This is an optimization exercise on Yosys and OpenROAD, whose aim is small area, a short achievable clock period and few clock cycles per item, not a production implementation.
Where RTL was checked, it was by simulation tests only, not by an equivalence proof against the original.
Only the layout flow was run in runs 1 to 3; the RTL was not checked for function there.
No activity file was given, so power comes from the tool's default toggle rates.

===== flow/run.sh =====
#!/bin/bash
# synth_recipe.tcl (not shown) runs the flow's synth.tcl, then flattens the netlist and writes it again
# the make line also repeats each setting of config.mk as NAME=value (left out here)
make -C /OpenROAD-flow-scripts/flow DESIGN_CONFIG=/design/flow/config.mk WORK_HOME=/design/flow/orfs CLKGATE_MAP_FILE= SYNTH_SCRIPT=/design/flow/synth_recipe.tcl finish

===== flow/config.mk =====
export PLATFORM = sky130hd
export DESIGN_NAME = signed_to_radix_digits
export DESIGN_NICKNAME = signed_to_radix_digits
export VERILOG_FILES = /design/flow/design.v
export SDC_FILE = /design/flow/constraint.sdc
export NUM_CORES = 4
export LEC_CHECK = 0
export CAP_MARGIN = 20
export CORE_MARGIN = 2
export CORE_UTILIZATION = 40
export SLEW_MARGIN = 20

===== flow/constraint.sdc =====
create_clock -name core_clock -period 16.0 [get_ports {clk}]
set_input_delay 3.2000 -clock core_clock [delete_from_list [all_inputs] [get_ports {clk}]]
set_output_delay 3.2000 -clock core_clock [all_outputs]
set_load 0.01 [all_outputs]

===== flow/design.v =====
package s2rd_pkg;
  localparam int MAG_W       = 63;    
  localparam int RADIX_W     = 6;     
  localparam int CHAR_W      = 8;     
  localparam int IN_TDATA_W  = 72;
  localparam int OUT_TDATA_W = 8;
  localparam int NCELL = 20;
  localparam int PTR_W = 5;
  localparam logic [6*NCELL-1:0] CELL_MASK = {
    6'h07, {4{6'h0F}}, {3{6'h1F}}, {12{6'h3F}}
  };
  localparam logic [CHAR_W-1:0] ASCII_MINUS = 8'h2D;   
endpackage
import s2rd_pkg::*;
module s2rd_divider
(
  input  logic [6*NCELL-1:0] d_in,
  input  logic               b,         
  input  logic [5:0]         hneg,      
  input  logic [5:0]         hm1,       
  input  logic               odd,       
  output logic [6*NCELL-1:0] d_out
);
  logic [5:0]       d [NCELL];
  logic [NCELL-1:0] g0, p0;
  logic [NCELL:0]   c;
  for (genvar i = 0; i < NCELL; i++) begin : g_in
    logic [6:0] sum;
    assign d[i]  = d_in[6*i +: 6];
    assign sum   = {1'b0, d[i]} + {1'b0, hneg};
    assign g0[i] = sum[6];
    assign p0[i] = odd && (d[i] == hm1);
  end
  always_comb begin
    logic [NCELL-1:0] g, p, gn, pn;
    g = g0;
    p = p0;
    g[0] = g0[0] | (p0[0] & b);
    p[0] = 1'b0;
    for (int s = 1; s < NCELL; s = s + s) begin
      gn = g;
      pn = p;
      for (int i = 0; i < NCELL; i++) begin
        if ((i & s) != 0) begin
          gn[i] = g[i] | (p[i] & g[(i & ~(s - 1)) - 1]);
          pn[i] = p[i] & p[(i & ~(s - 1)) - 1];
        end
      end
      g = gn;
      p = pn;
    end
    c[0] = b;
    for (int i = 0; i < NCELL; i++) c[i+1] = g[i];
  end
  for (genvar i = 0; i < NCELL; i++) begin : g_out
    logic [5:0] s;
    logic [5:0] n;
    assign s = d[i] + hneg + 6'(c[i] & odd);
    assign n = c[i+1] ? {s[4:0], c[i] ^ odd} : {d[i][4:0], c[i]};
    assign d_out[6*i +: 6] = n & CELL_MASK[6*i +: 6];
  end
endmodule
import s2rd_pkg::*;
module signed_to_radix_digits
(
  input  logic                   clk,
  input  logic                   rst_n,
  input  logic                   in_tvalid,
  output logic                   in_tready,
  input  logic [IN_TDATA_W-1:0]  in_tdata,    
  output logic                   out_tvalid,
  input  logic                   out_tready,
  output logic [OUT_TDATA_W-1:0] out_tdata,   
  output logic                   out_tlast    
);
  localparam logic [2:0] K_M1 = 3'd0;   
  localparam logic [2:0] K_P2 = 3'd1;   
  localparam logic [2:0] K_P4 = 3'd2;   
  localparam logic [2:0] K_P8 = 3'd3;   
  localparam logic [2:0] K_SQ = 3'd4;   
  typedef enum logic [1:0] {
    C_IDLE,
    C_CONV,
    C_DONE
  } cstate_t;
  typedef enum logic [1:0] {
    O_IDLE,
    O_FIND,
    O_LOAD,
    O_EMIT
  } ostate_t;
  function automatic logic [CHAR_W-1:0] digit_to_ascii(input logic [5:0] d);
    logic [CHAR_W-1:0] c;
    if (d < 6'd10) c = {4'h3, d[3:0]};
    else           c = 8'h37 + CHAR_W'(d);
    digit_to_ascii = c;
  endfunction
  function automatic logic [5:0] sq_split(input logic [1:0] sel, input logic [5:0] c);
    case ({sel, c})
      {2'd0, 6'd0}: sq_split = 6'o00;
      {2'd0, 6'd1}: sq_split = 6'o01;
      {2'd0, 6'd2}: sq_split = 6'o02;
      {2'd0, 6'd3}: sq_split = 6'o10;
      {2'd0, 6'd4}: sq_split = 6'o11;
      {2'd0, 6'd5}: sq_split = 6'o12;
      {2'd0, 6'd6}: sq_split = 6'o20;
      {2'd0, 6'd7}: sq_split = 6'o21;
      {2'd0, 6'd8}: sq_split = 6'o22;
      {2'd1, 6'd0}: sq_split = 6'o00;
      {2'd1, 6'd1}: sq_split = 6'o01;
      {2'd1, 6'd2}: sq_split = 6'o02;
      {2'd1, 6'd3}: sq_split = 6'o03;
      {2'd1, 6'd4}: sq_split = 6'o04;
      {2'd1, 6'd5}: sq_split = 6'o10;
      {2'd1, 6'd6}: sq_split = 6'o11;
      {2'd1, 6'd7}: sq_split = 6'o12;
      {2'd1, 6'd8}: sq_split = 6'o13;
      {2'd1, 6'd9}: sq_split = 6'o14;
      {2'd1, 6'd10}: sq_split = 6'o20;
      {2'd1, 6'd11}: sq_split = 6'o21;
      {2'd1, 6'd12}: sq_split = 6'o22;
      {2'd1, 6'd13}: sq_split = 6'o23;
      {2'd1, 6'd14}: sq_split = 6'o24;
      {2'd1, 6'd15}: sq_split = 6'o30;
      {2'd1, 6'd16}: sq_split = 6'o31;
      {2'd1, 6'd17}: sq_split = 6'o32;
      {2'd1, 6'd18}: sq_split = 6'o33;
      {2'd1, 6'd19}: sq_split = 6'o34;
      {2'd1, 6'd20}: sq_split = 6'o40;
      {2'd1, 6'd21}: sq_split = 6'o41;
      {2'd1, 6'd22}: sq_split = 6'o42;
      {2'd1, 6'd23}: sq_split = 6'o43;
      {2'd1, 6'd24}: sq_split = 6'o44;
      {2'd2, 6'd0}: sq_split = 6'o00;
      {2'd2, 6'd1}: sq_split = 6'o01;
      {2'd2, 6'd2}: sq_split = 6'o02;
      {2'd2, 6'd3}: sq_split = 6'o03;
      {2'd2, 6'd4}: sq_split = 6'o04;
      {2'd2, 6'd5}: sq_split = 6'o05;
      {2'd2, 6'd6}: sq_split = 6'o10;
      {2'd2, 6'd7}: sq_split = 6'o11;
      {2'd2, 6'd8}: sq_split = 6'o12;
      {2'd2, 6'd9}: sq_split = 6'o13;
      {2'd2, 6'd10}: sq_split = 6'o14;
      {2'd2, 6'd11}: sq_split = 6'o15;
      {2'd2, 6'd12}: sq_split = 6'o20;
      {2'd2, 6'd13}: sq_split = 6'o21;
      {2'd2, 6'd14}: sq_split = 6'o22;
      {2'd2, 6'd15}: sq_split = 6'o23;
      {2'd2, 6'd16}: sq_split = 6'o24;
      {2'd2, 6'd17}: sq_split = 6'o25;
      {2'd2, 6'd18}: sq_split = 6'o30;
      {2'd2, 6'd19}: sq_split = 6'o31;
      {2'd2, 6'd20}: sq_split = 6'o32;
      {2'd2, 6'd21}: sq_split = 6'o33;
      {2'd2, 6'd22}: sq_split = 6'o34;
      {2'd2, 6'd23}: sq_split = 6'o35;
      {2'd2, 6'd24}: sq_split = 6'o40;
      {2'd2, 6'd25}: sq_split = 6'o41;
      {2'd2, 6'd26}: sq_split = 6'o42;
      {2'd2, 6'd27}: sq_split = 6'o43;
      {2'd2, 6'd28}: sq_split = 6'o44;
      {2'd2, 6'd29}: sq_split = 6'o45;
      {2'd2, 6'd30}: sq_split = 6'o50;
      {2'd2, 6'd31}: sq_split = 6'o51;
      {2'd2, 6'd32}: sq_split = 6'o52;
      {2'd2, 6'd33}: sq_split = 6'o53;
      {2'd2, 6'd34}: sq_split = 6'o54;
      {2'd2, 6'd35}: sq_split = 6'o55;
      {2'd3, 6'd0}: sq_split = 6'o00;
      {2'd3, 6'd1}: sq_split = 6'o01;
      {2'd3, 6'd2}: sq_split = 6'o02;
      {2'd3, 6'd3}: sq_split = 6'o03;
      {2'd3, 6'd4}: sq_split = 6'o04;
      {2'd3, 6'd5}: sq_split = 6'o05;
      {2'd3, 6'd6}: sq_split = 6'o06;
      {2'd3, 6'd7}: sq_split = 6'o10;
      {2'd3, 6'd8}: sq_split = 6'o11;
      {2'd3, 6'd9}: sq_split = 6'o12;
      {2'd3, 6'd10}: sq_split = 6'o13;
      {2'd3, 6'd11}: sq_split = 6'o14;
      {2'd3, 6'd12}: sq_split = 6'o15;
      {2'd3, 6'd13}: sq_split = 6'o16;
      {2'd3, 6'd14}: sq_split = 6'o20;
      {2'd3, 6'd15}: sq_split = 6'o21;
      {2'd3, 6'd16}: sq_split = 6'o22;
      {2'd3, 6'd17}: sq_split = 6'o23;
      {2'd3, 6'd18}: sq_split = 6'o24;
      {2'd3, 6'd19}: sq_split = 6'o25;
      {2'd3, 6'd20}: sq_split = 6'o26;
      {2'd3, 6'd21}: sq_split = 6'o30;
      {2'd3, 6'd22}: sq_split = 6'o31;
      {2'd3, 6'd23}: sq_split = 6'o32;
      {2'd3, 6'd24}: sq_split = 6'o33;
      {2'd3, 6'd25}: sq_split = 6'o34;
      {2'd3, 6'd26}: sq_split = 6'o35;
      {2'd3, 6'd27}: sq_split = 6'o36;
      {2'd3, 6'd28}: sq_split = 6'o40;
      {2'd3, 6'd29}: sq_split = 6'o41;
      {2'd3, 6'd30}: sq_split = 6'o42;
      {2'd3, 6'd31}: sq_split = 6'o43;
      {2'd3, 6'd32}: sq_split = 6'o44;
      {2'd3, 6'd33}: sq_split = 6'o45;
      {2'd3, 6'd34}: sq_split = 6'o46;
      {2'd3, 6'd35}: sq_split = 6'o50;
      {2'd3, 6'd36}: sq_split = 6'o51;
      {2'd3, 6'd37}: sq_split = 6'o52;
      {2'd3, 6'd38}: sq_split = 6'o53;
      {2'd3, 6'd39}: sq_split = 6'o54;
      {2'd3, 6'd40}: sq_split = 6'o55;
      {2'd3, 6'd41}: sq_split = 6'o56;
      {2'd3, 6'd42}: sq_split = 6'o60;
      {2'd3, 6'd43}: sq_split = 6'o61;
      {2'd3, 6'd44}: sq_split = 6'o62;
      {2'd3, 6'd45}: sq_split = 6'o63;
      {2'd3, 6'd46}: sq_split = 6'o64;
      {2'd3, 6'd47}: sq_split = 6'o65;
      {2'd3, 6'd48}: sq_split = 6'o66;
      default: sq_split = 6'o00;
    endcase
  endfunction
  cstate_t                 cst_r;
  logic [MAG_W-1:0]        val_r;       
  logic                    neg_r;
  logic                    min_r;       
  logic                    first_r;     
  logic                    started_r;   
  logic [5:0]              left_r;      
  logic [5:0]              rraw_r;      
  logic [5:0]              hneg_r;      
  logic [5:0]              hm1_r;       
  logic                    odd_r;       
  logic [6*NCELL-1:0]      cells_r;
  ostate_t                 ost_r;
  logic                    oneg_r;
  logic [2:0]              okind_r;
  logic [1:0]              osq_r;
  logic [5:0]              orad_r;
  logic [PTR_W-1:0]        ptr_r;       
  logic [6:0]              cur_r;       
  logic [2:0]              sub_r;       
  logic                    lastcell_r;  
  logic                    out_tvalid_r;
  logic [CHAR_W-1:0]       out_char_r;
  logic                    out_last_r;
  logic [5:0] rad_c;
  logic [6:0] big_c;
  logic [5:0] half_c;
  logic [2:0] kind_c;
  logic [1:0] sq_c;
  always_comb begin
    rad_c = rraw_r;
    if (rraw_r < 6'd2)       rad_c = 6'd2;
    else if (rraw_r > 6'd36) rad_c = 6'd36;
    big_c  = {1'b0, rad_c};
    kind_c = K_M1;
    sq_c   = 2'd0;
    case (rad_c)
      6'd2: begin big_c = 7'd64; kind_c = K_P2; end
      6'd3: begin big_c = 7'd9;  kind_c = K_SQ; sq_c = 2'd0; end
      6'd4: begin big_c = 7'd64; kind_c = K_P4; end
      6'd5: begin big_c = 7'd25; kind_c = K_SQ; sq_c = 2'd1; end
      6'd6: begin big_c = 7'd36; kind_c = K_SQ; sq_c = 2'd2; end
      6'd7: begin big_c = 7'd49; kind_c = K_SQ; sq_c = 2'd3; end
      6'd8: begin big_c = 7'd64; kind_c = K_P8; end
      default: ;
    endcase
    half_c = 6'((big_c + 7'd1) >> 1);
  end
  logic z54, z61;         
  logic min_c;
  logic inc;              
  logic mbit;             
  logic top8_zero;        
  logic cells_free;
  logic skip, step, zero_exit, last_step, handoff;
  logic [6*NCELL-1:0] cells_dbl;
  assign z54       = (val_r[54:0] == '0);
  assign z61       = z54 && (val_r[61:55] == '0);
  assign min_c     = neg_r && !val_r[62] && z61;
  assign inc       = neg_r && !(first_r ? min_c : min_r);
  assign mbit      = val_r[62] ^ neg_r ^ (inc && z61);
  assign top8_zero = (val_r[62:55] == {8{neg_r}}) && !(inc && z54);
  assign cells_free = (ost_r == O_IDLE) || (ost_r == O_EMIT && lastcell_r);
  assign skip      = (cst_r == C_CONV) && !started_r && top8_zero && (left_r >= 6'd8);
  assign zero_exit = !started_r && !neg_r && z61 && !val_r[62];
  assign step      = (cst_r == C_CONV) && !skip && cells_free;
  assign last_step = step && (zero_exit || left_r == 6'd1);
  assign handoff   = (ost_r == O_IDLE) && ((cst_r == C_DONE) || last_step);
  s2rd_divider u_cells (
    .d_in  (cells_r),
    .b     (mbit),
    .hneg  (hneg_r),
    .hm1   (hm1_r),
    .odd   (odd_r),
    .d_out (cells_dbl)
  );
  logic [5:0]        cell_v [NCELL];
  logic [PTR_W-1:0]  top_c;
  logic [5:0]        ptr_cell;
  logic [6:0]        load_v;
  logic [2:0]        top_sub;
  logic [2:0]        sub_max;
  logic [2:0]        digit;
  logic [CHAR_W-1:0] out_char_c;
  logic              slot_free;
  logic              emit_last;
  logic              emit;
  logic              out_load;
  for (genvar i = 0; i < NCELL; i++) begin : g_cell
    assign cell_v[i] = cells_r[6*i +: 6] & CELL_MASK[6*i +: 6];
  end
  always_comb begin
    top_c = '0;
    for (int i = 1; i < NCELL; i++) begin
      if (cell_v[i] != '0) top_c = PTR_W'(i);
    end
  end
  assign ptr_cell = cell_v[ptr_r];
  always_comb begin
    case (okind_r)
      K_M1:    load_v = {1'b0, digit_to_ascii(ptr_cell)};
      K_SQ:    load_v = {1'b0, sq_split(osq_r, ptr_cell)};
      default: load_v = {1'b0, ptr_cell};
    endcase
  end
  always_comb begin
    top_sub = 3'd0;
    case (okind_r)
      K_P2: begin
        for (int k = 1; k < 6; k++) if (load_v[k]) top_sub = 3'(k);
      end
      K_P4: top_sub = (load_v[5:4] != 0) ? 3'd2 : (load_v[3:2] != 0) ? 3'd1 : 3'd0;
      K_P8, K_SQ: top_sub = (load_v[5:3] != 0) ? 3'd1 : 3'd0;
      default: top_sub = 3'd0;
    endcase
  end
  always_comb begin
    case (okind_r)
      K_P2:       sub_max = 3'd5;
      K_P4:       sub_max = 3'd2;
      K_P8, K_SQ: sub_max = 3'd1;
      default:    sub_max = 3'd0;
    endcase
  end
  always_comb begin
    digit = 3'd0;
    case (okind_r)
      K_P2: begin
        case (sub_r)
          3'd0: digit = {2'd0, cur_r[0]};
          3'd1: digit = {2'd0, cur_r[1]};
          3'd2: digit = {2'd0, cur_r[2]};
          3'd3: digit = {2'd0, cur_r[3]};
          3'd4: digit = {2'd0, cur_r[4]};
          default: digit = {2'd0, cur_r[5]};
        endcase
      end
      K_P4: begin
        case (sub_r)
          3'd0:    digit = {1'b0, cur_r[1:0]};
          3'd1:    digit = {1'b0, cur_r[3:2]};
          default: digit = {1'b0, cur_r[5:4]};
        endcase
      end
      default: digit = sub_r[0] ? cur_r[5:3] : cur_r[2:0];
    endcase
  end
  assign out_char_c = (okind_r == K_M1) ? {1'b0, cur_r} : {5'b00110, digit};
  assign slot_free = !out_tvalid_r || out_tready;
  assign emit      = (ost_r == O_EMIT) && slot_free;
  assign emit_last = lastcell_r && (sub_r == '0);
  assign out_load  = emit || ((ost_r == O_FIND) && oneg_r && slot_free);
  always_ff @(posedge clk) begin
    if (!rst_n) begin
      cst_r        <= C_IDLE;
      ost_r        <= O_IDLE;
      out_tvalid_r <= 1'b0;
    end else begin
      if (out_load) begin
        out_tvalid_r <= 1'b1;
      end else if (out_tready) begin
        out_tvalid_r <= 1'b0;
      end
      case (cst_r)
        C_IDLE:  if (in_tvalid) cst_r <= C_CONV;
        C_CONV:  if (handoff) cst_r <= C_IDLE; else if (last_step) cst_r <= C_DONE;
        default: if (handoff) cst_r <= C_IDLE;
      endcase
      case (ost_r)
        O_IDLE: if (handoff) ost_r <= O_FIND;
        O_FIND: if (!oneg_r || slot_free) ost_r <= O_LOAD;
        O_LOAD: ost_r <= O_EMIT;
        default: if (emit && emit_last) ost_r <= O_IDLE;
      endcase
    end
  end
  always_ff @(posedge clk) begin
    hneg_r <= 6'(7'd64 - 7'(half_c));
    hm1_r  <= half_c - 6'd1;
    odd_r  <= big_c[0];
    if (cst_r == C_IDLE) begin
      val_r     <= in_tdata[MAG_W-1:0];
      neg_r     <= in_tdata[63];
      rraw_r    <= in_tdata[64 +: RADIX_W];
      first_r   <= 1'b1;
      started_r <= 1'b0;
      left_r    <= 6'd63;
    end else begin
      if (first_r) min_r <= min_c;
      if (skip) begin
        val_r   <= {val_r[MAG_W-9:0], 8'd0};
        left_r  <= left_r - 6'd8;
        first_r <= 1'b0;
      end else if (step) begin
        val_r     <= {val_r[MAG_W-2:0], 1'b0};
        left_r    <= left_r - 6'd1;
        first_r   <= 1'b0;
        started_r <= started_r || mbit;
      end
    end
    if (step) begin
      cells_r <= started_r ? cells_dbl : {{(6*NCELL-1){1'b0}}, mbit};
    end
  end
  always_ff @(posedge clk) begin
    if (handoff) begin
      oneg_r  <= neg_r;
      okind_r <= kind_c;
      osq_r   <= sq_c;
      orad_r  <= rad_c;
    end
    case (ost_r)
      O_FIND: ptr_r <= top_c;
      O_LOAD: begin
        cur_r      <= load_v;
        sub_r      <= top_sub;
        lastcell_r <= (ptr_r == '0);
        ptr_r      <= ptr_r - 1'b1;
      end
      O_EMIT: begin
        if (slot_free) begin
          if (sub_r == '0) begin
            cur_r      <= load_v;
            sub_r      <= sub_max;
            lastcell_r <= (ptr_r == '0);
            ptr_r      <= ptr_r - 1'b1;
          end else begin
            sub_r <= sub_r - 1'b1;
          end
        end
      end
      default: ;
    endcase
    if (out_load) begin
      out_char_r <= (ost_r == O_FIND) ? ASCII_MINUS : out_char_c;
      out_last_r <= (ost_r == O_EMIT) && emit_last;
    end
  end
  assign in_tready  = (cst_r == C_IDLE);
  assign out_tvalid = out_tvalid_r;
  assign out_tdata  = out_char_r;
  assign out_tlast  = out_last_r;
endmodule

==> impl_metrics.csv, run 1 <==
group,metric,value,unit
status,status,"no timing/DRC/antenna violations",
floorplan,rows,81,
logic_synthesis,synth.most_common_cell,"edfxtp_1",
global_routing,antenna_found_initial,0,
clock_network,path_clk_slew,0.07,ns
logic_synthesis,yosysTopAreaCellShare,0.315,
cells_and_area,layout-area-overhead-vs-synth,11.7,%
logic_synthesis,synth.distinct_cells,100,
timing,hold_viol_final,0,
critical_path,cp_slowest_cell,"dfxtp_2",
power_and_ir_drop,p_leak,9.05,nW
cells_and_area,nFillCells,4726,
logic_synthesis,async_reset_ff_frac,0,
route,vias,16300,
logic_synthesis,synth-edff-count,207,
route,wl_per_cell,20.4,um
timing,drv_slew,0,
timing,period_minus_slack,6.75,ns
cells_and_area,multi_input_area,12100,sq um
clock_network,cts-root-buf,"clkbuf_16",
logic_synthesis,synth_commonest_cells,"edfxtp_1 (207), nor2_1 (178), nand2_1 (169)",
min_path,hp-class,"register to register",
clock_network,tritoncts,"built",
cells_and_area,drive_above_1_share,0.0690,
floorplan,die_h,226,um
clock_network,post_cts_buffers,0,
global_routing,gr-total-overflow,0,
clock_network,clk_latency,0.61,ns
critical_path,timing.rr.end,"cell_v[18][3]$_SDFFCE_PN0P_",
timing,setup_tns,0,ns
floorplan,die_area,51100,sq um
critical_path,path_cells,"ha_1, nand4_1, a21oi_1, a2111o_1, a311o_1, a21o_1, a21oi_2, o41ai_4, buf_4, a31oi_2, o21ai_1, a21boi_2, inv_1, ha_1, fa_1, fa_1, xor2_1, mux2i_1, nor2_1",
clock_network,clk_path_buf_depth,3,
clock_network,cts_buffers,28,
logic_synthesis,synth_seq_cells,233,
timing,fin_skew,0.0418,ns
critical_path,r2r_start,"hneg_r[1]$_DFF_P_",
critical_path,crit_type,"register to register",
power_and_ir_drop,p_per_area,112,nW/um^2
floorplan,start_util,0.404,
floorplan,io_pins,87,
critical_path,reg2reg_depth,19,
logic_synthesis,yosysTopAreaCell,"edfxtp_1",
critical_path,critical-path-max-stage-delay,0.86,ns
cells_and_area,fin_nets,2371,
critical_path,cp.arrival,7.06,ns
min_path,hold_path_depth,2,
route,drtIter0Drc,1543,
logic_synthesis,synth_area_per_cell,9.53,sq um
logic_synthesis,synthTopCellsByArea,"edfxtp_1 (31%), ha_1 (9.4%), mux2i_1 (6.0%)",
route,drt_wl_total,56.9,mm
clock_network,cts_resized,0,
route,ant_nets,0,
logic_synthesis,synth_area,19700,sq um
floorplan,coreArea,48800,sq um
timing,worst_pin_slew,1.09,ns
global_routing,track_usage,0.223,
critical_path,worstSetupStartpointType,"register",
timing,fmax,148,MHz
place,gp_congestion,0.962,
clock_network,cts_sinks,233,
route,drt-vias-per-instance,5.82,
logic_synthesis,syn_inst,2071,
place,dp_hpwl,40.0,mm
timing,setup_viol,0,
min_path,worstHoldStart,"cst_r[0]$_SDFFE_PN0P_",
timing,post-route-period-util,0.422,
job,maxCapViolations,0,
global_routing,grt_pass1_vias,16100,
route,dr.pass1.iters,7,
clock_network,holdBufCountCts,0,
cells_and_area,diodes,0,
timing,rsz0062_at_grt,"false",
timing,max_slew_margin,0.264,
cells_and_area,area.sequential,6740,sq um
power_and_ir_drop,vdd_drop_max,0.0859,mV
global_routing,grt_max_degree,127,
clock_network,htreeDepth,1,
critical_path,required,16.31,ns
critical_path,path_max_fanout,21,
critical_path,crit_start,"hneg_r[1]$_DFF_P_",
logic_synthesis,yosysWarnings,4,
critical_path,r2r_slack,9.25,ns
global_routing,grt_pass1_wl,90.5,mm
floorplan,die_x,226,um
logic_synthesis,synth_ff_type,"edfxtp_1",
route,drcViolationCount,0,
logic_synthesis,syn-num-nets,2335,
place,port_buffers,83,
critical_path,cp-end-kind,"register",
critical_path,setup.worst_path.end,"cell_v[18][3]$_SDFFCE_PN0P_",
power_and_ir_drop,finalPower,0.00247,W
logic_synthesis,ys_seq_area_frac,0.341,
==> per-layer routing <==
layer	global-route usage	wire length, um
met1	0.316	26000
met3	0.0250	2990
met5	0	0
met4	0.0543	1390
met2	0.363	26500
==> where the power goes <==
group / switching, W / internal (W)
logic: 0.000567 / 0.000394
clock network: 0.000291 / 0.000366
registers: 0.000101 / 0.000747
==> how the worst min path moves through the flow <==
stage	to	slack, ns
after floorplan	cst_r[1]$_SDFFE_PN0P_	0.47
after global placement	left_r[1]$_SDFFE_PP1P_	0.49
after detailed placement	left_r[1]$_SDFFE_PP1P_	0.51
after CTS	left_r[1]$_SDFFE_PP1P_	0.51
after global routing	left_r[1]$_SDFFE_PP1P_	0.54
final	cst_r[1]$_SDFFE_PN0P_	0.52
==> critical path: cells and delay by family (launching register included) <==
family                     cells  cell delay, ns
AOI/OAI and AO/OA              9            3.44
adders and majority gates      4            1.35
DFF                            1            0.86
buffers and inverters          2            0.33
xor gates and xnor gates       1            0.17
and+or+nand+nor                2            0.15
muxes                          1            0.13
==> metrics by stage <==
step	utilization	hold slack (ns)	area, sq um	setup slack, ns	std cells
6_report	0.451	0.516	22000	9.25	2793
3_5_place_dp	0.432	0.508	21100	9.29	2741
4_1_cts	0.451	0.514	22000	9.23	2793
2_1_floorplan	-	0.473	19700	10.0	2071
5_1_grt	0.451	0.539	22000	8.78	2793
3_3_place_gp	0.432	0.492	21100	9.30	2741
==> kinds of logic (layout without fill, tap and decap cells) <==
family          after synthesis  after routing  share of synthesized area
mux                         135            135                     0.0697
simple gates                619            619                      0.155
xor+xnor                    170            170                     0.0755
fa+ha+maj                   189            189                      0.135
buf+inv                     208            266                     0.0457
flops                       233            233                      0.341
other cells                   1              1                   0.000190
compound gates              516            516                      0.178
==> cells in the final DEF (no fill, tap or decap), drive strengths merged, types with 20 or more instances in the layout <==
cell             n
xor2            81
xnor2           89
o21ai          124
nand4           26
a21o            53
nor2b           20
a211oi          49
clkbuf          35
ha             149
nand3           49
nor4            53
a21oi          142
mux2i          119
inv            109
nor2           178
nand2          173
buf             26
edfxtp         207
dfxtp           26
nor3            23
fa              39
clkdlybuf4s50   83
==> layout make-up <==
| type | count | share of cell area |
|---|---|---|
| Timing Repair Buffer | 109 | 0.0467 |
| Multi-Input combinational cell | 1630 | 0.549 |
| Clock buffer | 35 | 0.0368 |
| Inverter | 105 | 0.0181 |
| Sequential cell | 233 | 0.306 |
| Tap cell | 664 | 0.0377 |
| Clock inverter | 17 | 0.00602 |
==> sequential cells by signal, indices dropped and copies added, names as in the netlist, 3 cells and up <==
register	flops
out_char_r	7
cell_v	106
left_r	6
cur_r	7
okind_r	3
ptr_r	5
val_r	63
rraw_r	6
hm1_r	6
sub_r	3
hneg_r	6
==> run 2, diff against run 1 <==
--- a/flow/design.v
+++ b/flow/design.v
@@ -1,5 +1,5 @@
 package s2rd_pkg;
-  localparam int MAG_W       = 63;    
+  localparam int MAG_W       = 64;    
   localparam int RADIX_W     = 6;     
   localparam int CHAR_W      = 8;     
   localparam int IN_TDATA_W  = 72;
@@ -24,12 +24,16 @@
   logic [5:0]       d [NCELL];
   logic [NCELL-1:0] g0, p0;
   logic [NCELL:0]   c;
+  logic [4:0]       s0 [NCELL];    
+  logic [4:0]       s1 [NCELL];    
   for (genvar i = 0; i < NCELL; i++) begin : g_in
     logic [6:0] sum;
     assign d[i]  = d_in[6*i +: 6];
     assign sum   = {1'b0, d[i]} + {1'b0, hneg};
     assign g0[i] = sum[6];
     assign p0[i] = odd && (d[i] == hm1);
+    assign s0[i] = sum[4:0];
+    assign s1[i] = sum[4:0] + 5'(odd);
   end
   always_comb begin
     logic [NCELL-1:0] g, p, gn, pn;
@@ -53,10 +57,12 @@
     for (int i = 0; i < NCELL; i++) c[i+1] = g[i];
   end
   for (genvar i = 0; i < NCELL; i++) begin : g_out
-    logic [5:0] s;
     logic [5:0] n;
-    assign s = d[i] + hneg + 6'(c[i] & odd);
-    assign n = c[i+1] ? {s[4:0], c[i] ^ odd} : {d[i][4:0], c[i]};
+    always_comb begin
+      if (!c[i+1])   n = {d[i][4:0], c[i]};
+      else if (c[i]) n = {s1[i], !odd};
+      else           n = {s0[i], odd};
+    end
     assign d_out[6*i +: 6] = n & CELL_MASK[6*i +: 6];
   end
 endmodule
@@ -225,7 +231,7 @@
   logic                    min_r;       
   logic                    first_r;     
   logic                    started_r;   
-  logic [5:0]              left_r;      
+  logic [6:0]              left_r;      
   logic [5:0]              rraw_r;      
   logic [5:0]              hneg_r;      
   logic [5:0]              hm1_r;       
@@ -267,26 +273,45 @@
     endcase
     half_c = 6'((big_c + 7'd1) >> 1);
   end
-  logic z54, z61;         
+  logic [7:0] zb;         
   logic min_c;
   logic inc;              
+  logic [7:0] m8;         
   logic mbit;             
-  logic top8_zero;        
+  logic fast64, fast16;   
   logic cells_free;
-  logic skip, step, zero_exit, last_step, handoff;
+  logic skip, bulk, step, zero_exit, last_step, handoff;
   logic [6*NCELL-1:0] cells_dbl;
-  assign z54       = (val_r[54:0] == '0);
-  assign z61       = z54 && (val_r[61:55] == '0);
-  assign min_c     = neg_r && !val_r[62] && z61;
-  assign inc       = neg_r && !(first_r ? min_c : min_r);
-  assign mbit      = val_r[62] ^ neg_r ^ (inc && z61);
-  assign top8_zero = (val_r[62:55] == {8{neg_r}}) && !(inc && z54);
+  logic [6*NCELL-1:0] cells_base;
+  logic [6*NCELL-1:0] cells_bulk;
+  assign zb[0] = (val_r[55:0] == '0);
+  for (genvar k = 1; k < 8; k++) begin : g_zb
+    assign zb[k] = zb[k-1] && !val_r[55+k];
+  end
+  assign min_c = neg_r && zb[7];
+  assign inc   = neg_r && !(first_r ? min_c : min_r);
+  for (genvar k = 0; k < 8; k++) begin : g_m8
+    assign m8[k] = val_r[56+k] ^ neg_r ^ (inc && zb[k]);
+  end
+  assign mbit   = m8[7];
+  assign fast64 = (rraw_r < 6'd3) || (rraw_r == 6'd4) || (rraw_r == 6'd8);
+  assign fast16 = (rraw_r == 6'd16);
   assign cells_free = (ost_r == O_IDLE) || (ost_r == O_EMIT && lastcell_r);
-  assign skip      = (cst_r == C_CONV) && !started_r && top8_zero && (left_r >= 6'd8);
-  assign zero_exit = !started_r && !neg_r && z61 && !val_r[62];
-  assign step      = (cst_r == C_CONV) && !skip && cells_free;
-  assign last_step = step && (zero_exit || left_r == 6'd1);
+  assign skip      = (cst_r == C_CONV) && !started_r && (m8 == '0) && !zero_exit && !(fast64 || fast16);
+  assign bulk      = (cst_r == C_CONV) && (fast64 || fast16) && cells_free;
+  assign zero_exit = !started_r && !neg_r && zb[7] && !val_r[63];
+  assign step      = (cst_r == C_CONV) && !skip && !(fast64 || fast16) && cells_free;
+  assign last_step = (step && (zero_exit || left_r == 7'd1)) || (bulk && (zero_exit || left_r == 7'd8));
   assign handoff   = (ost_r == O_IDLE) && ((cst_r == C_DONE) || last_step);
+  assign cells_base = started_r ? cells_r : '0;
+  always_comb begin
+    if (fast16) begin
+      cells_bulk = {cells_base[6*NCELL-13:0], 2'b00, m8[7:4], 2'b00, m8[3:0]};
+    end else begin
+      cells_bulk = {cells_base[6*NCELL-9:0], m8};
+    end
+    cells_bulk = cells_bulk & CELL_MASK;
+  end
   s2rd_divider u_cells (
     .d_in  (cells_r),
     .b     (mbit),
@@ -400,27 +425,30 @@
     hm1_r  <= half_c - 6'd1;
     odd_r  <= big_c[0];
     if (cst_r == C_IDLE) begin
-      val_r     <= in_tdata[MAG_W-1:0];
+      val_r     <= in_tdata[63:0];
       neg_r     <= in_tdata[63];
       rraw_r    <= in_tdata[64 +: RADIX_W];
       first_r   <= 1'b1;
       started_r <= 1'b0;
-      left_r    <= 6'd63;
+      left_r    <= 7'd64;
     end else begin
       if (first_r) min_r <= min_c;
-      if (skip) begin
-        val_r   <= {val_r[MAG_W-9:0], 8'd0};
-        left_r  <= left_r - 6'd8;
-        first_r <= 1'b0;
+      if (skip || bulk) begin
+        val_r     <= {val_r[MAG_W-9:0], 8'd0};
+        left_r    <= left_r - 7'd8;
+        first_r   <= 1'b0;
+        started_r <= started_r || (m8 != '0);
       end else if (step) begin
         val_r     <= {val_r[MAG_W-2:0], 1'b0};
-        left_r    <= left_r - 6'd1;
+        left_r    <= left_r - 7'd1;
         first_r   <= 1'b0;
         started_r <= started_r || mbit;
       end
     end
     if (step) begin
       cells_r <= started_r ? cells_dbl : {{(6*NCELL-1){1'b0}}, mbit};
+    end else if (bulk) begin
+      cells_r <= cells_bulk;
     end
   end
   always_ff @(posedge clk) begin
==> run 2 against run 1 <==
Synthesized cell count grew 20%; final cell count increased by 17%; critical path depth shrank 16; highest routed layer unchanged.
==> impl_metrics.csv, run 2 <==
group,metric,value,unit
status,status,"no timing/DRC/antenna violations",
timing,rsz0062_at_grt,"false",
clock_network,cts_buffers,29,
route,wl_per_cell,22.5,um
timing,layout_setup_ws,10.06,ns
logic_synthesis,synth_area_per_cell,9.03,sq um
cells_and_area,fin_nets,2755,
critical_path,crit_family,"buffers and inverters",
critical_path,path_max_fanout,63,
timing,post-route-period-util,0.371,
logic_synthesis,yosysTopAreaCellShare,0.279,
floorplan,rows,86,
cells_and_area,final_cell_mix,"nand2_1 (275), edfxtp_1 (208), ha_1 (176)",
logic_synthesis,synthAdderAreaFrac,0.117,
logic_synthesis,syn-num-nets,2754,
critical_path,critical-path-max-stage-delay,0.71,ns
route,drtIter0Drc,1954,
cells_and_area,layout-area-overhead-vs-synth,10.6,%
logic_synthesis,synth_area,22400,sq um
timing,fmax,168,MHz
clock_network,path_clk_slew,0.06,ns
critical_path,required,12.80,ns
global_routing,grt_max_degree,75,
critical_path,critPathBufInv,2,
global_routing,grt_pass1_vias,19800,
route,dr.pass1.iters,5,
global_routing,antenna_found_initial,1,
place,place_ws,10.41,ns
timing,max_slew_margin,0.317,
place,gp_congestion,0.929,
critical_path,crit_type,"register to primary output",
clock_network,tritoncts,"built",
route,ant_nets,0,
floorplan,io_pins,87,
floorplan,die_x,241,um
critical_path,cp.arrival,2.74,ns
timing,setup_viol,0,
logic_synthesis,synth_seq_cells,235,
logic_synthesis,async_reset_ff_frac,0,
min_path,hp-class,"register to register",
floorplan,die_area,57900,sq um
timing,period_minus_slack,5.94,ns
clock_network,cts_sinks,235,
clock_network,clk_path_buf_depth,3,
route,drt-vias-per-instance,6.18,
cells_and_area,layout.cells.most_common,"nand2_1",
logic_synthesis,syn_inst,2482,
cells_and_area,largest_reg_flops,106,
logic_synthesis,yosysWarnings,6,
timing,fin_skew,0.0133,ns
place,dp_hpwl,50.0,mm
logic_synthesis,synth_xor_area_frac,0.0875,
power_and_ir_drop,vdd_drop_max,0.0910,mV
logic_synthesis,synth.most_common_cell,"nand2_1",
place,port_buffers,83,
global_routing,grt_pass1_wl,114,mm
clock_network,post_cts_buffers,0,
logic_synthesis,synth.distinct_cells,105,
critical_path,cp-end-kind,"primary output",
clock_network,clk_latency,0.60,ns
clock_network,cts-root-buf,"clkbuf_16",
logic_synthesis,synthTopCellsByArea,"edfxtp_1 (28%), ha_1 (9.8%), mux2i_1 (7.5%)",
logic_synthesis,synth_ff_type,"edfxtp_1",
logic_synthesis,ys_seq_area_frac,0.303,
floorplan,coreArea,55200,sq um
logic_synthesis,synth-simple-area-share,0.163,
logic_synthesis,yosysTopAreaCell,"edfxtp_1",
critical_path,cp_slowest_cell,"clkinv_2",
timing,fin_hold_ws,0.505,ns
logic_synthesis,synth.area.mux_share,0.0838,
logic_synthesis,synth_commonest_cells,"nand2_1 (276), edfxtp_1 (208), ha_1 (176)",
critical_path,path_cells,"or2_2, clkinv_2, clkdlybuf4s50_1",
cells_and_area,drive_above_1_share,0.0654,
clock_network,cts_resized,0,
global_routing,track_usage,0.248,
clock_network,htreeDepth,1,
logic_synthesis,synth_compound_area_frac,0.203,
logic_synthesis,synth_top_family_by_area,"compound AO/OA/AOI/OAI gates",
power_and_ir_drop,p_per_area,122,nW/um^2
route,drt_wl_total,73.3,mm
job,maxCapViolations,0,
route,drcViolationCount,0,
timing,hold_viol_final,0,
critical_path,worstSetupStartpointType,"register",
global_routing,gr-total-overflow,0,
cells_and_area,nFillCells,5318,
timing,setup_tns,0,ns
timing,worst_pin_slew,1.02,ns
route,vias,20100,
floorplan,die_h,241,um
floorplan,start_util,0.406,
power_and_ir_drop,p_leak,9.94,nW
logic_synthesis,synth-edff-count,208,
timing,drv_slew,0,
clock_network,holdBufCountCts,0,
run 2: changes by cell type after synthesis, sizes merged, moves of 25 or more:
cell    previous run  this run
nor2             178       146
nand2            173       278
mux2i            119       167
o22ai              7        49
inv              105        68
o21ai            124       160
clkbuf            53        88
a211oi            49        24
ha               149       176
xnor2             89       149
run 2: per-layer routing:
metal	routed length, um	global-route usage
met1	32600	0.340
met2	34000	0.407
met3	4370	0.0285
met4	2330	0.0836
met5	0	0
run 2: kinds of logic after synthesis:
family | Yosys count
adders and majority gates | 197
muxes | 184
and+or+nand+nor | 746
buffers and inverters | 220
DFF | 235
AOI/OAI and AO/OA | 675
xor gates and xnor gates | 224
other | 1
run 2: path summary, 6_finish.rpt:
check / cells after the start / slack [ns] / end / from
setup / recovery: 3 / 10.06 / in_tready / cst_r[0]$_SDFFE_PN0P_
hold / removal: 2 / 0.51 / left_r[6]$_SDFFE_PP1P_ / left_r[6]$_SDFFE_PP1P_
setup reg to reg: 15 / 10.31 / sub_r[0]$_DFFE_PP_ / ptr_r[0]$_DFFE_PP_
hold reg to reg: 2 / 0.51 / left_r[6]$_SDFFE_PP1P_ / left_r[6]$_SDFFE_PP1P_
run 2: per-stage QoR:
stage                     total power, W   util  instance area, sq um  std cells
after floorplan                  0.00196      -                 22400       2482
after global placement           0.00229  0.431                 23800       3199
after detailed placement         0.00233  0.431                 23800       3199
after CTS                        0.00301  0.449                 24800       3253
after global routing             0.00321  0.449                 24800       3255
final                            0.00303  0.449                 24800       3255
run 2: cell type report:
type / count / area [sq um] / share of cell area
antenna: 1 / 2.50 / 0.000101
inverter: 68 / 256 / 0.0103
clock inverter: 15 / 118 / 0.00475
clock buffer: 39 / 847 / 0.0342
tap: 748 / 936 / 0.0378
timing repair buffer: 122 / 1120 / 0.0452
sequential: 235 / 6790 / 0.274
multi-input combinational: 2027 / 14700 / 0.594
run 2: worst reg2reg max path, stage by stage, from the launching register on:
cell,delay [ns]
edfxtp_1,0.44
ha_1,0.51
a222oi_1,0.46
nor2_1,0.12
a2111oi_1,0.42
nand4b_1,0.56
inv_1,0.44
ha_1,0.35
inv_1,0.12
o41ai_1,0.51
o21ai_1,0.14
or4_1,0.52
a221oi_2,0.39
nor3b_1,0.09
o31ai_1,0.26
a21oi_1,0.10
run 2: power breakdown:
group          leakage, nW  internal [W]  total, W  switching [W]
Clock                0.467      0.000377  0.000679       0.000302
Combinational         7.20      0.000587   0.00142       0.000830
Sequential            2.27      0.000773  0.000931       0.000158
Total                 9.94       0.00174   0.00303        0.00129
==> run 3, diff against run 2 <==
--- a/flow/design.v
+++ b/flow/design.v
@@ -45,9 +45,9 @@
       gn = g;
       pn = p;
       for (int i = 0; i < NCELL; i++) begin
-        if ((i & s) != 0) begin
-          gn[i] = g[i] | (p[i] & g[(i & ~(s - 1)) - 1]);
-          pn[i] = p[i] & p[(i & ~(s - 1)) - 1];
+        if (i >= s) begin
+          gn[i] = g[i] | (p[i] & g[i-s]);
+          pn[i] = p[i] & p[i-s];
         end
       end
       g = gn;
@@ -226,6 +226,7 @@
     endcase
   endfunction
   cstate_t                 cst_r;
+  logic                    ready_r;     
   logic [MAG_W-1:0]        val_r;       
   logic                    neg_r;
   logic                    min_r;       
@@ -353,10 +354,11 @@
     top_sub = 3'd0;
     case (okind_r)
       K_P2: begin
-        for (int k = 1; k < 6; k++) if (load_v[k]) top_sub = 3'(k);
+        for (int k = 1; k < 6; k++) if (ptr_cell[k]) top_sub = 3'(k);
       end
-      K_P4: top_sub = (load_v[5:4] != 0) ? 3'd2 : (load_v[3:2] != 0) ? 3'd1 : 3'd0;
-      K_P8, K_SQ: top_sub = (load_v[5:3] != 0) ? 3'd1 : 3'd0;
+      K_P4: top_sub = (ptr_cell[5:4] != 0) ? 3'd2 : (ptr_cell[3:2] != 0) ? 3'd1 : 3'd0;
+      K_P8: top_sub = (ptr_cell[5:3] != 0) ? 3'd1 : 3'd0;
+      K_SQ: top_sub = (ptr_cell >= orad_r) ? 3'd1 : 3'd0;
       default: top_sub = 3'd0;
     endcase
   end
@@ -399,6 +401,7 @@
   always_ff @(posedge clk) begin
     if (!rst_n) begin
       cst_r        <= C_IDLE;
+      ready_r      <= 1'b1;
       ost_r        <= O_IDLE;
       out_tvalid_r <= 1'b0;
     end else begin
@@ -408,9 +411,26 @@
         out_tvalid_r <= 1'b0;
       end
       case (cst_r)
-        C_IDLE:  if (in_tvalid) cst_r <= C_CONV;
-        C_CONV:  if (handoff) cst_r <= C_IDLE; else if (last_step) cst_r <= C_DONE;
-        default: if (handoff) cst_r <= C_IDLE;
+        C_IDLE: begin
+          if (in_tvalid) begin
+            cst_r   <= C_CONV;
+            ready_r <= 1'b0;
+          end
+        end
+        C_CONV: begin
+          if (handoff) begin
+            cst_r   <= C_IDLE;
+            ready_r <= 1'b1;
+          end else if (last_step) begin
+            cst_r   <= C_DONE;
+          end
+        end
+        default: begin
+          if (handoff) begin
+            cst_r   <= C_IDLE;
+            ready_r <= 1'b1;
+          end
+        end
       endcase
       case (ost_r)
         O_IDLE: if (handoff) ost_r <= O_FIND;
@@ -445,10 +465,10 @@
         started_r <= started_r || mbit;
       end
     end
-    if (step) begin
-      cells_r <= started_r ? cells_dbl : {{(6*NCELL-1){1'b0}}, mbit};
-    end else if (bulk) begin
-      cells_r <= cells_bulk;
+    if (cst_r == C_CONV && cells_free) begin
+      if (fast64 || fast16) cells_r <= cells_bulk;
+      else if (started_r)   cells_r <= cells_dbl;
+      else                  cells_r <= {{(6*NCELL-1){1'b0}}, mbit};
     end
   end
   always_ff @(posedge clk) begin
@@ -485,7 +505,7 @@
       out_last_r <= (ost_r == O_EMIT) && emit_last;
     end
   end
-  assign in_tready  = (cst_r == C_IDLE);
+  assign in_tready  = ready_r;
   assign out_tvalid = out_tvalid_r;
   assign out_tdata  = out_char_r;
   assign out_tlast  = out_last_r;
==> run 3 against run 2 <==
Still clean on timing, DRC and antenna; routed wire length grew 3.2%; non-clock buffer count shrank 6; final area grew 1.4%; count of clock-buffer cells in the layout shrank 1; final cell count grew 1.6%; synthesized area grew 1.7%; largest cell class unchanged; highest routed layer is now met5.
==> impl_metrics.csv, run 3 <==
group,metric,value,unit
cells_and_area,largest_reg_flops,106,
timing,hold_viol_final,0,
logic_synthesis,synth.distinct_cells,102,
route,vias,20700,
cells_and_area,layout.cells.most_common,"nand2_1",
critical_path,cp-end-kind,"register",
floorplan,die_area,58900,sq um
route,drcViolationCount,0,
cells_and_area,fin_area,25100,sq um
timing,max_slew_margin,0.275,
floorplan,io_pins,87,
global_routing,antenna_found_initial,1,
clock_network,holdBufCountCts,0,
logic_synthesis,synth_ff_type,"edfxtp_1",
floorplan,die_x,243,um
cells_and_area,diodes,0,
job,maxCapViolations,0,
floorplan,coreArea,56400,sq um
critical_path,crit_type,"register to register",
clock_network,post_cts_buffers,0,
min_path,hp-class,"register to register",
timing,fmax,190,MHz
logic_synthesis,synthTopCellsByArea,"edfxtp_1 (28%), ha_1 (10%), mux2i_1 (5.1%)",
logic_synthesis,yosysTopAreaCellShare,0.282,
floorplan,start_util,0.404,
cells_and_area,drive_above_1_share,0.0569,
logic_synthesis,synth_area,22800,sq um
clock_network,cts_sinks,242,
clock_network,clk_latency,0.62,ns
timing,fin_hold_ws,0.484,ns
critical_path,cp.arrival,5.60,ns
critical_path,required,16.33,ns
logic_synthesis,synth_seq_cells,242,
route,drt-vias-per-instance,6.25,
timing,post-route-period-util,0.329,
timing,setup_viol,0,
route,drt_wl_total,75.6,mm
floorplan,die_h,243,um
timing,fin_skew,0.0421,ns
power_and_ir_drop,p_leak,9.36,nW
logic_synthesis,yosysTopAreaCell,"edfxtp_1",
cells_and_area,layout-area-overhead-vs-synth,10.2,%
logic_synthesis,async_reset_ff_frac,0,
timing,worst_pin_slew,1.08,ns
global_routing,grt_max_degree,86,
global_routing,track_usage,0.249,
logic_synthesis,synth_area_per_cell,8.99,sq um
logic_synthesis,syn_inst,2537,
cells_and_area,final_cells,3306,
timing,period_minus_slack,5.27,ns
clock_network,cts_buffers,30,
logic_synthesis,yosysWarnings,6,
place,dp.cells,3251,
clock_network,htreeDepth,1,
place,dp_hpwl,51.8,mm
timing,drv_slew,0,
critical_path,worstSetupStartpointType,"register",
timing,setup_tns,0,ns
logic_synthesis,synth-edff-count,214,
clock_network,cts_resized,0,
status,status,"no timing/DRC/antenna violations",
place,dpl_cell_area,24200,sq um
cells_and_area,fin_nets,2808,
logic_synthesis,synth.most_common_cell,"nand2_1",
clock_network,path_clk_slew,0.06,ns
global_routing,grt_pass1_vias,20300,
cells_and_area,final_cell_mix,"nand2_1 (265), edfxtp_1 (214), ha_1 (183)",
power_and_ir_drop,p_per_area,125,nW/um^2
global_routing,gr-total-overflow,0,
floorplan,rows,87,
logic_synthesis,syn-num-nets,2816,
route,ant_nets,0,
clock_network,cts-root-buf,"clkbuf_16",
power_and_ir_drop,vdd_drop_max,0.0838,mV
logic_synthesis,ys_seq_area_frac,0.306,
route,dr.pass1.iters,6,
logic_synthesis,synth_commonest_cells,"nand2_1 (267), edfxtp_1 (214), ha_1 (183)",
clock_network,tritoncts,"built",
place,gp_congestion,0.927,
timing,rsz0062_at_grt,"false",
place,port_buffers,83,
critical_path,path_max_fanout,16,
route,drtIter0Drc,2113,
route,wl_per_cell,22.9,um
clock_network,clk_path_buf_depth,3,
global_routing,grt_pass1_wl,118,mm
run 3: stage by stage:
step / util / worst slack [ns] / power, W
global route: 0.446 / 10.42 / 0.00335
CTS: 0.445 / 10.37 / 0.00313
global placement: 0.428 / 10.50 / 0.00239
floorplan: - / 10.67 / 0.00204
detailed placement: 0.428 / 10.38 / 0.00243
finish: 0.446 / 10.73 / 0.00314
run 3: final timing paths:
path,cells after the start,startpoint,slack (ns),end
worst max-delay path,15,ptr_r[1]$_DFFE_PP_,10.73,cur_r[1]$_DFFE_PP_
worst min-delay path,2,ready_r$_SDFFE_PN1P_,0.48,ready_r$_SDFFE_PN1P_
worst max register to register,15,ptr_r[1]$_DFFE_PP_,10.73,cur_r[1]$_DFFE_PP_
worst min register to register,2,ready_r$_SDFFE_PN1P_,0.48,ready_r$_SDFFE_PN1P_
run 3: power by group:
group	internal, W	switching [W]	leakage, nW
registers	0.000783	0.000133	2.34
logic	0.000627	0.000913	6.57
clock network	0.000392	0.000296	0.458
total	0.00180	0.00134	9.36
run 3: routing by layer:
layer	share of wire	vias up	routed length [um]	track usage
met4	0.032	2	2400	0.0864
li1	-	9555	-	-
met1	0.43	10100	32800	0.338
met5	0.00017	-	13	0
met3	0.070	157	5300	0.0363
met2	0.47	868	35200	0.405
run 3: cell families after synthesis:
group                    count (synthesis)  synth area share
XOR/XNOR                               220            0.0845
AND/OR/NAND/NOR                        726             0.156
other                                    1          0.000164
flip-flops                             242             0.306
buffers and inverters                  218            0.0415
adder cells (fa/ha/maj)                205             0.119
AO/OA/AOI/OAI                          784             0.228
multiplexers                           141            0.0643
run 3: worst max-delay path, cell delays in order, from the launching register on:
cell      delay (ns)
edfxtp_1        0.44
inv_1           0.14
ha_1            0.61
nor4bb_1        0.72
a22oi_1         0.13
o211ai_1        0.17
or4_1           0.16
o21a_1          0.52
inv_1           0.37
ha_1            0.37
inv_1           0.17
o21ai_0         0.14
o21ai_0         0.30
a22oi_1         0.14
a211oi_1        0.47
o21ai_1         0.11
run 3: layout make-up:
type | count | area, sq um
Tap cell | 756 | 946
Multi-Input combinational cell | 2077 | 14900
Timing Repair Buffer | 116 | 1090
Clock inverter | 15 | 170
Inverter | 62 | 235
Sequential cell | 242 | 6990
Fill cell | 5544 | 31300
Clock buffer | 38 | 781
==> run 4, diff against run 3 <==
--- a/flow/design.v
+++ b/flow/design.v
@@ -84,10 +84,9 @@
   localparam logic [2:0] K_P4 = 3'd2;   
   localparam logic [2:0] K_P8 = 3'd3;   
   localparam logic [2:0] K_SQ = 3'd4;   
-  typedef enum logic [1:0] {
+  typedef enum logic {
     C_IDLE,
-    C_CONV,
-    C_DONE
+    C_CONV
   } cstate_t;
   typedef enum logic [1:0] {
     O_IDLE,
@@ -238,7 +237,14 @@
   logic [5:0]              hm1_r;       
   logic                    odd_r;       
   logic [6*NCELL-1:0]      cells_r;
+  logic                    full_r;      
+  logic                    cneg_r;      
+  logic [2:0]              ckind_r;
+  logic [1:0]              csq_r;
+  logic [5:0]              crad_r;
   ostate_t                 ost_r;
+  logic [6*NCELL-1:0]      obuf_r;      
+  logic                    pend_r;      
   logic                    oneg_r;
   logic [2:0]              okind_r;
   logic [1:0]              osq_r;
@@ -281,7 +287,7 @@
   logic mbit;             
   logic fast64, fast16;   
   logic cells_free;
-  logic skip, bulk, step, zero_exit, last_step, handoff;
+  logic skip, bulk, step, zero_exit, last_step, copy, start;
   logic [6*NCELL-1:0] cells_dbl;
   logic [6*NCELL-1:0] cells_base;
   logic [6*NCELL-1:0] cells_bulk;
@@ -297,13 +303,14 @@
   assign mbit   = m8[7];
   assign fast64 = (rraw_r < 6'd3) || (rraw_r == 6'd4) || (rraw_r == 6'd8);
   assign fast16 = (rraw_r == 6'd16);
-  assign cells_free = (ost_r == O_IDLE) || (ost_r == O_EMIT && lastcell_r);
+  assign cells_free = !full_r;
   assign skip      = (cst_r == C_CONV) && !started_r && (m8 == '0) && !zero_exit && !(fast64 || fast16);
   assign bulk      = (cst_r == C_CONV) && (fast64 || fast16) && cells_free;
   assign zero_exit = !started_r && !neg_r && zb[7] && !val_r[63];
   assign step      = (cst_r == C_CONV) && !skip && !(fast64 || fast16) && cells_free;
   assign last_step = (step && (zero_exit || left_r == 7'd1)) || (bulk && (zero_exit || left_r == 7'd8));
-  assign handoff   = (ost_r == O_IDLE) && ((cst_r == C_DONE) || last_step);
+  assign copy  = full_r && !pend_r && ((ost_r == O_IDLE) || (emit && emit_last));
+  assign start = (pend_r || copy) && ((ost_r == O_IDLE) || (emit && emit_last));
   assign cells_base = started_r ? cells_r : '0;
   always_comb begin
     if (fast16) begin
@@ -334,7 +341,7 @@
   logic              emit;
   logic              out_load;
   for (genvar i = 0; i < NCELL; i++) begin : g_cell
-    assign cell_v[i] = cells_r[6*i +: 6] & CELL_MASK[6*i +: 6];
+    assign cell_v[i] = obuf_r[6*i +: 6] & CELL_MASK[6*i +: 6];
   end
   always_comb begin
     top_c = '0;
@@ -402,7 +409,9 @@
     if (!rst_n) begin
       cst_r        <= C_IDLE;
       ready_r      <= 1'b1;
+      full_r       <= 1'b0;
       ost_r        <= O_IDLE;
+      pend_r       <= 1'b0;
       out_tvalid_r <= 1'b0;
     end else begin
       if (out_load) begin
@@ -417,26 +426,28 @@
             ready_r <= 1'b0;
           end
         end
-        C_CONV: begin
-          if (handoff) begin
-            cst_r   <= C_IDLE;
-            ready_r <= 1'b1;
-          end else if (last_step) begin
-            cst_r   <= C_DONE;
-          end
-        end
         default: begin
-          if (handoff) begin
+          if (last_step) begin
             cst_r   <= C_IDLE;
             ready_r <= 1'b1;
           end
         end
       endcase
+      if (last_step) begin
+        full_r <= 1'b1;
+      end else if (copy) begin
+        full_r <= 1'b0;
+      end
+      if (start) begin
+        pend_r <= 1'b0;
+      end else if (copy) begin
+        pend_r <= 1'b1;
+      end
       case (ost_r)
-        O_IDLE: if (handoff) ost_r <= O_FIND;
+        O_IDLE: if (start) ost_r <= O_FIND;
         O_FIND: if (!oneg_r || slot_free) ost_r <= O_LOAD;
         O_LOAD: ost_r <= O_EMIT;
-        default: if (emit && emit_last) ost_r <= O_IDLE;
+        default: if (emit && emit_last) ost_r <= start ? O_FIND : O_IDLE;
       endcase
     end
   end
@@ -472,11 +483,18 @@
     end
   end
   always_ff @(posedge clk) begin
-    if (handoff) begin
-      oneg_r  <= neg_r;
-      okind_r <= kind_c;
-      osq_r   <= sq_c;
-      orad_r  <= rad_c;
+    if (last_step) begin
+      cneg_r  <= neg_r;
+      ckind_r <= kind_c;
+      csq_r   <= sq_c;
+      crad_r  <= rad_c;
+    end
+    if (copy) begin
+      obuf_r  <= cells_r;
+      oneg_r  <= cneg_r;
+      okind_r <= ckind_r;
+      osq_r   <= csq_r;
+      orad_r  <= crad_r;
     end
     case (ost_r)
       O_FIND: ptr_r <= top_c;
==> run 4 against run 3 <==
Hold slack lost 0.070 ns; count of clock-buffer cells in the layout increased by 10; die area rose by 13%; register-to-register slack worse by 0.29 ns; largest cell class unchanged; highest routed layer is now met4; total power grew 9.4%; via count is 2.8% higher; critical path depth is 2 lower; synthesized area increased by 13%; still clean on timing, DRC and antenna; global-route usage down 1.3 points.
==> impl_metrics.csv, run 4 <==
group,metric,value,unit
clock_network,cts_buffers,43,
critical_path,cp_slowest_cell,"clkinv_1",
logic_synthesis,synth_area,25800,sq um
cells_and_area,layout.cells.most_common,"edfxtp_1",
floorplan,die_h,258,um
floorplan,io_pins,87,
power_and_ir_drop,p_leak,10.4,nW
cells_and_area,fin_nets,2844,
logic_synthesis,synth.distinct_cells,96,
floorplan,start_util,0.402,
global_routing,antenna_found_initial,0,
power_and_ir_drop,p_comb_frac,0.363,
logic_synthesis,synthTopCellsByArea,"edfxtp_1 (39%), ha_1 (8.8%), mux2i_1 (5.0%)",
timing,fin_skew,0.0231,ns
route,drt_wl_total,80.5,mm
global_routing,grt_pass1_vias,20700,
route,wl_met1,34.2,mm
logic_synthesis,synth_area_per_cell,10.1,sq um
cells_and_area,fin_area,28800,sq um
min_path,hp-class,"register to register",
logic_synthesis,yosysTopAreaCellShare,0.387,
clock_network,path_clk_slew,0.06,ns
global_routing,grt_max_degree,91,
logic_synthesis,ys_seq_area_frac,0.409,
timing,worst_pin_slew,1.06,ns
logic_synthesis,synth.most_common_cell,"edfxtp_1",
place,dp_hpwl,55.5,mm
timing,max_slew_margin,0.292,
critical_path,reg2reg_depth,13,
route,vias,21200,
clock_network,cts-root-buf,"clkbuf_16",
clock_network,post_cts_buffers,0,
critical_path,required,16.38,ns
floorplan,die_area,66500,sq um
global_routing,track_usage,0.236,
critical_path,crit_start,"ptr_r[0]$_DFFE_PP_",
clock_network,cts_sinks,361,
route,ant_nets,0,
timing,hold_viol_final,0,
clock_network,clk_path_buf_depth,3,
floorplan,die_x,258,um
timing,fmax,180,MHz
timing,period_minus_slack,5.55,ns
critical_path,path_max_fanout,29,
route,highest-signal-layer,"met4",
route,wl_per_cell,23.3,um
status,status,"no timing/DRC/antenna violations",
place,dpl_cell_area,27400,sq um
route,dr.pass1.iters,6,
power_and_ir_drop,switching_share,0.366,
timing,rsz0062_at_grt,"false",
critical_path,critical-path-max-stage-delay,0.83,ns
global_routing,gr-total-overflow,0,
critical_path,path_cells,"inv_1, ha_1, o31a_1, a311oi_1, inv_2, mux2_2, clkinv_1, ha_1, nor3_1, a311oi_1, a2111oi_0, a211oi_1, a221oi_1",
cells_and_area,diodes,0,
floorplan,rows,93,
logic_synthesis,synth_ff_type,"edfxtp_1",
cells_and_area,final_cell_mix,"edfxtp_1 (332), nor2_1 (196), a21oi_1 (186)",
critical_path,worstSetupStartpointType,"register",
route,route.met3.wl,6.01,mm
job,maxCapViolations,0,
place,gp_congestion,0.944,
power_and_ir_drop,p_int,0.00218,W
place,port_buffers,83,
cells_and_area,drive_above_1_share,0.0661,
power_and_ir_drop,finalPower,0.00344,W
timing,post-route-period-util,0.347,
power_and_ir_drop,seq_power_share,0.349,
power_and_ir_drop,p_switching,0.00126,W
power_and_ir_drop,vdd_drop_max,0.0830,mV
logic_synthesis,async_reset_ff_frac,0,
timing,drv_slew,0,
clock_network,cts_resized,0,
clock_network,htreeDepth,2,
route,drtIter0Drc,2363,
critical_path,timing.rr.end,"cur_r[4]$_DFFE_PP_",
clock_network,clk_latency,0.58,ns
clock_network,holdBufCountCts,0,
clock_network,tritoncts,"built",
critical_path,r2r_start,"ptr_r[0]$_DFFE_PP_",
timing,setup_tns,0,ns
critical_path,r2r_slack,10.45,ns
logic_synthesis,yosysWarnings,6,
timing,setup_viol,0,
power_and_ir_drop,clkPwrFrac,0.288,
logic_synthesis,syn_inst,2541,
logic_synthesis,synth_seq_cells,361,
logic_synthesis,yosysTopAreaCell,"edfxtp_1",
logic_synthesis,syn-num-nets,2819,
logic_synthesis,synth-edff-count,332,
critical_path,setup.worst_path.end,"cur_r[4]$_DFFE_PP_",
floorplan,coreArea,64100,sq um
logic_synthesis,synth_commonest_cells,"edfxtp_1 (332), nor2_1 (199), a21oi_1 (187)",
route,drt-vias-per-instance,6.14,
critical_path,crit_type,"register to register",
critical_path,cp.arrival,5.94,ns
global_routing,grt_pass1_wl,123,mm
route,met2_length,37.4,mm
power_and_ir_drop,p_per_area,119,nW/um^2
route,drcViolationCount,0,
cells_and_area,layout-area-overhead-vs-synth,11.9,%
critical_path,cp-end-kind,"register",
-- run 4: kinds of logic (layout without fill, tap and decap cells) --
group / after synthesis / after routing / synth area share
compound gates: 739 / 739 / 0.192
xor+xnor: 223 / 223 / 0.0765
fa+ha+maj: 204 / 204 / 0.105
buf+inv: 210 / 270 / 0.0347
flops: 361 / 361 / 0.409
mux: 142 / 142 / 0.0562
other cells: 1 / 1 / 0.000145
simple gates: 661 / 661 / 0.126
-- run 4: metrics by stage --
stage | worst slack (ns) | utilization | hold WS (ns) | std cells
2_1_floorplan | 3.81 | - | 0.400 | 2541
3_3_place_gp | 10.06 | 0.427 | 0.411 | 3376
3_5_place_dp | 10.03 | 0.427 | 0.405 | 3376
4_1_cts | 10.53 | 0.450 | 0.415 | 3456
5_1_grt | 10.12 | 0.450 | 0.431 | 3456
6_report | 10.45 | 0.450 | 0.414 | 3456
-- run 4: critical path: cells and delay by family, from the launching register on --
family | cells | cell delay [ns]
and+or+nand+nor | 1 | 0.27
buffers and inverters | 3 | 1.15
muxes | 1 | 0.61
AOI/OAI and AO/OA | 6 | 1.82
adders and majority gates | 2 | 1.05
DFF | 1 | 0.44
-- run 4: metal layers --
metal | vias to the layer above | track usage
met5 | - | 0
met4 | 0 | 0.0835
met3 | 218 | 0.0354
met2 | 958 | 0.387
met1 | 10300 | 0.319
li1 | 9770 | -
-- run 4: area by class of cell --
class / instances / area (sq um)
Fill cell: 5933 / 35300
Inverter: 67 / 254
Clock inverter: 32 / 293
Timing Repair Buffer: 123 / 1130
Clock buffer: 48 / 1140
Multi-Input combinational cell: 1970 / 14400
Sequential cell: 361 / 10600
Tap cell: 855 / 1070
-- run 4: worst min-delay path by stage --
stage / end / from / cells past startpoint
after CTS: okind_r[1]$_DFFE_PP_ / ckind_r[1]$_DFFE_PN_ / 0
after detailed placement: okind_r[1]$_DFFE_PP_ / ckind_r[1]$_DFFE_PN_ / 0
after global placement: orad_r[1]$_DFFE_PP_ / crad_r[1]$_DFFE_PN_ / 0
after global routing: orad_r[5]$_DFFE_PP_ / crad_r[5]$_DFFE_PN_ / 0
after floorplan: okind_r[0]$_DFFE_PP_ / ckind_r[0]$_DFFE_PN_ / 0
final: okind_r[1]$_DFFE_PP_ / ckind_r[1]$_DFFE_PN_ / 0
-- run 4: power by group through the flow --
stage / combinational [W] / sequential [W] / clock, W
detailed placement: 0.00122 / 0.00122 / 0
global route: 0.00137 / 0.00121 / 0.00104
finish: 0.00125 / 0.00120 / 0.000992
global placement: 0.00119 / 0.00121 / 0
CTS: 0.00123 / 0.00120 / 0.00101
floorplan: 0.000914 / 0.00120 / 0
Testbench counts of run 4, summed over its fixed seeds: cycles 17,900, numbers 512.

[afterwards: timing with drivers on the ports]
How much do the figures lean on ideal ports? The routed layouts below were timed once more, with nothing changed but the port constraints.
Step 1, drivers: a clkbuf_16 drives clk and a buf_2 each remaining input, both assumed.
Step 2 adds t to the input delays and takes it off the output delays; t is the mean of the earliest and latest rising clock arrival at the registers after step 1. Input paths then give back, and output paths get back, about the clock's delay inside the block.
Slacks: ideal ports / drivers / drivers and shift; pairs: ideal ports / drivers.
run	t, ns	setup WS [ns]	hold slack, ns
run 1	0.649	9.252 / 9.252 / 9.252	0.516 / 0.516 / 0.516
run 2	0.657	10.061 / 10.000 / 10.308	0.505 / 0.505 / 0.505
run 3	0.663	10.733 / 10.733 / 10.733	0.484 / 0.484 / 0.484
run 4	0.635	10.448 / 10.448 / 10.009	0.414 / 0.414 / 0.414
After both steps every run listed still meets setup and hold. For run 4, which loses most, drivers alone change the setup slack by 0.000 ns; drivers and shift together by -0.439 ns.
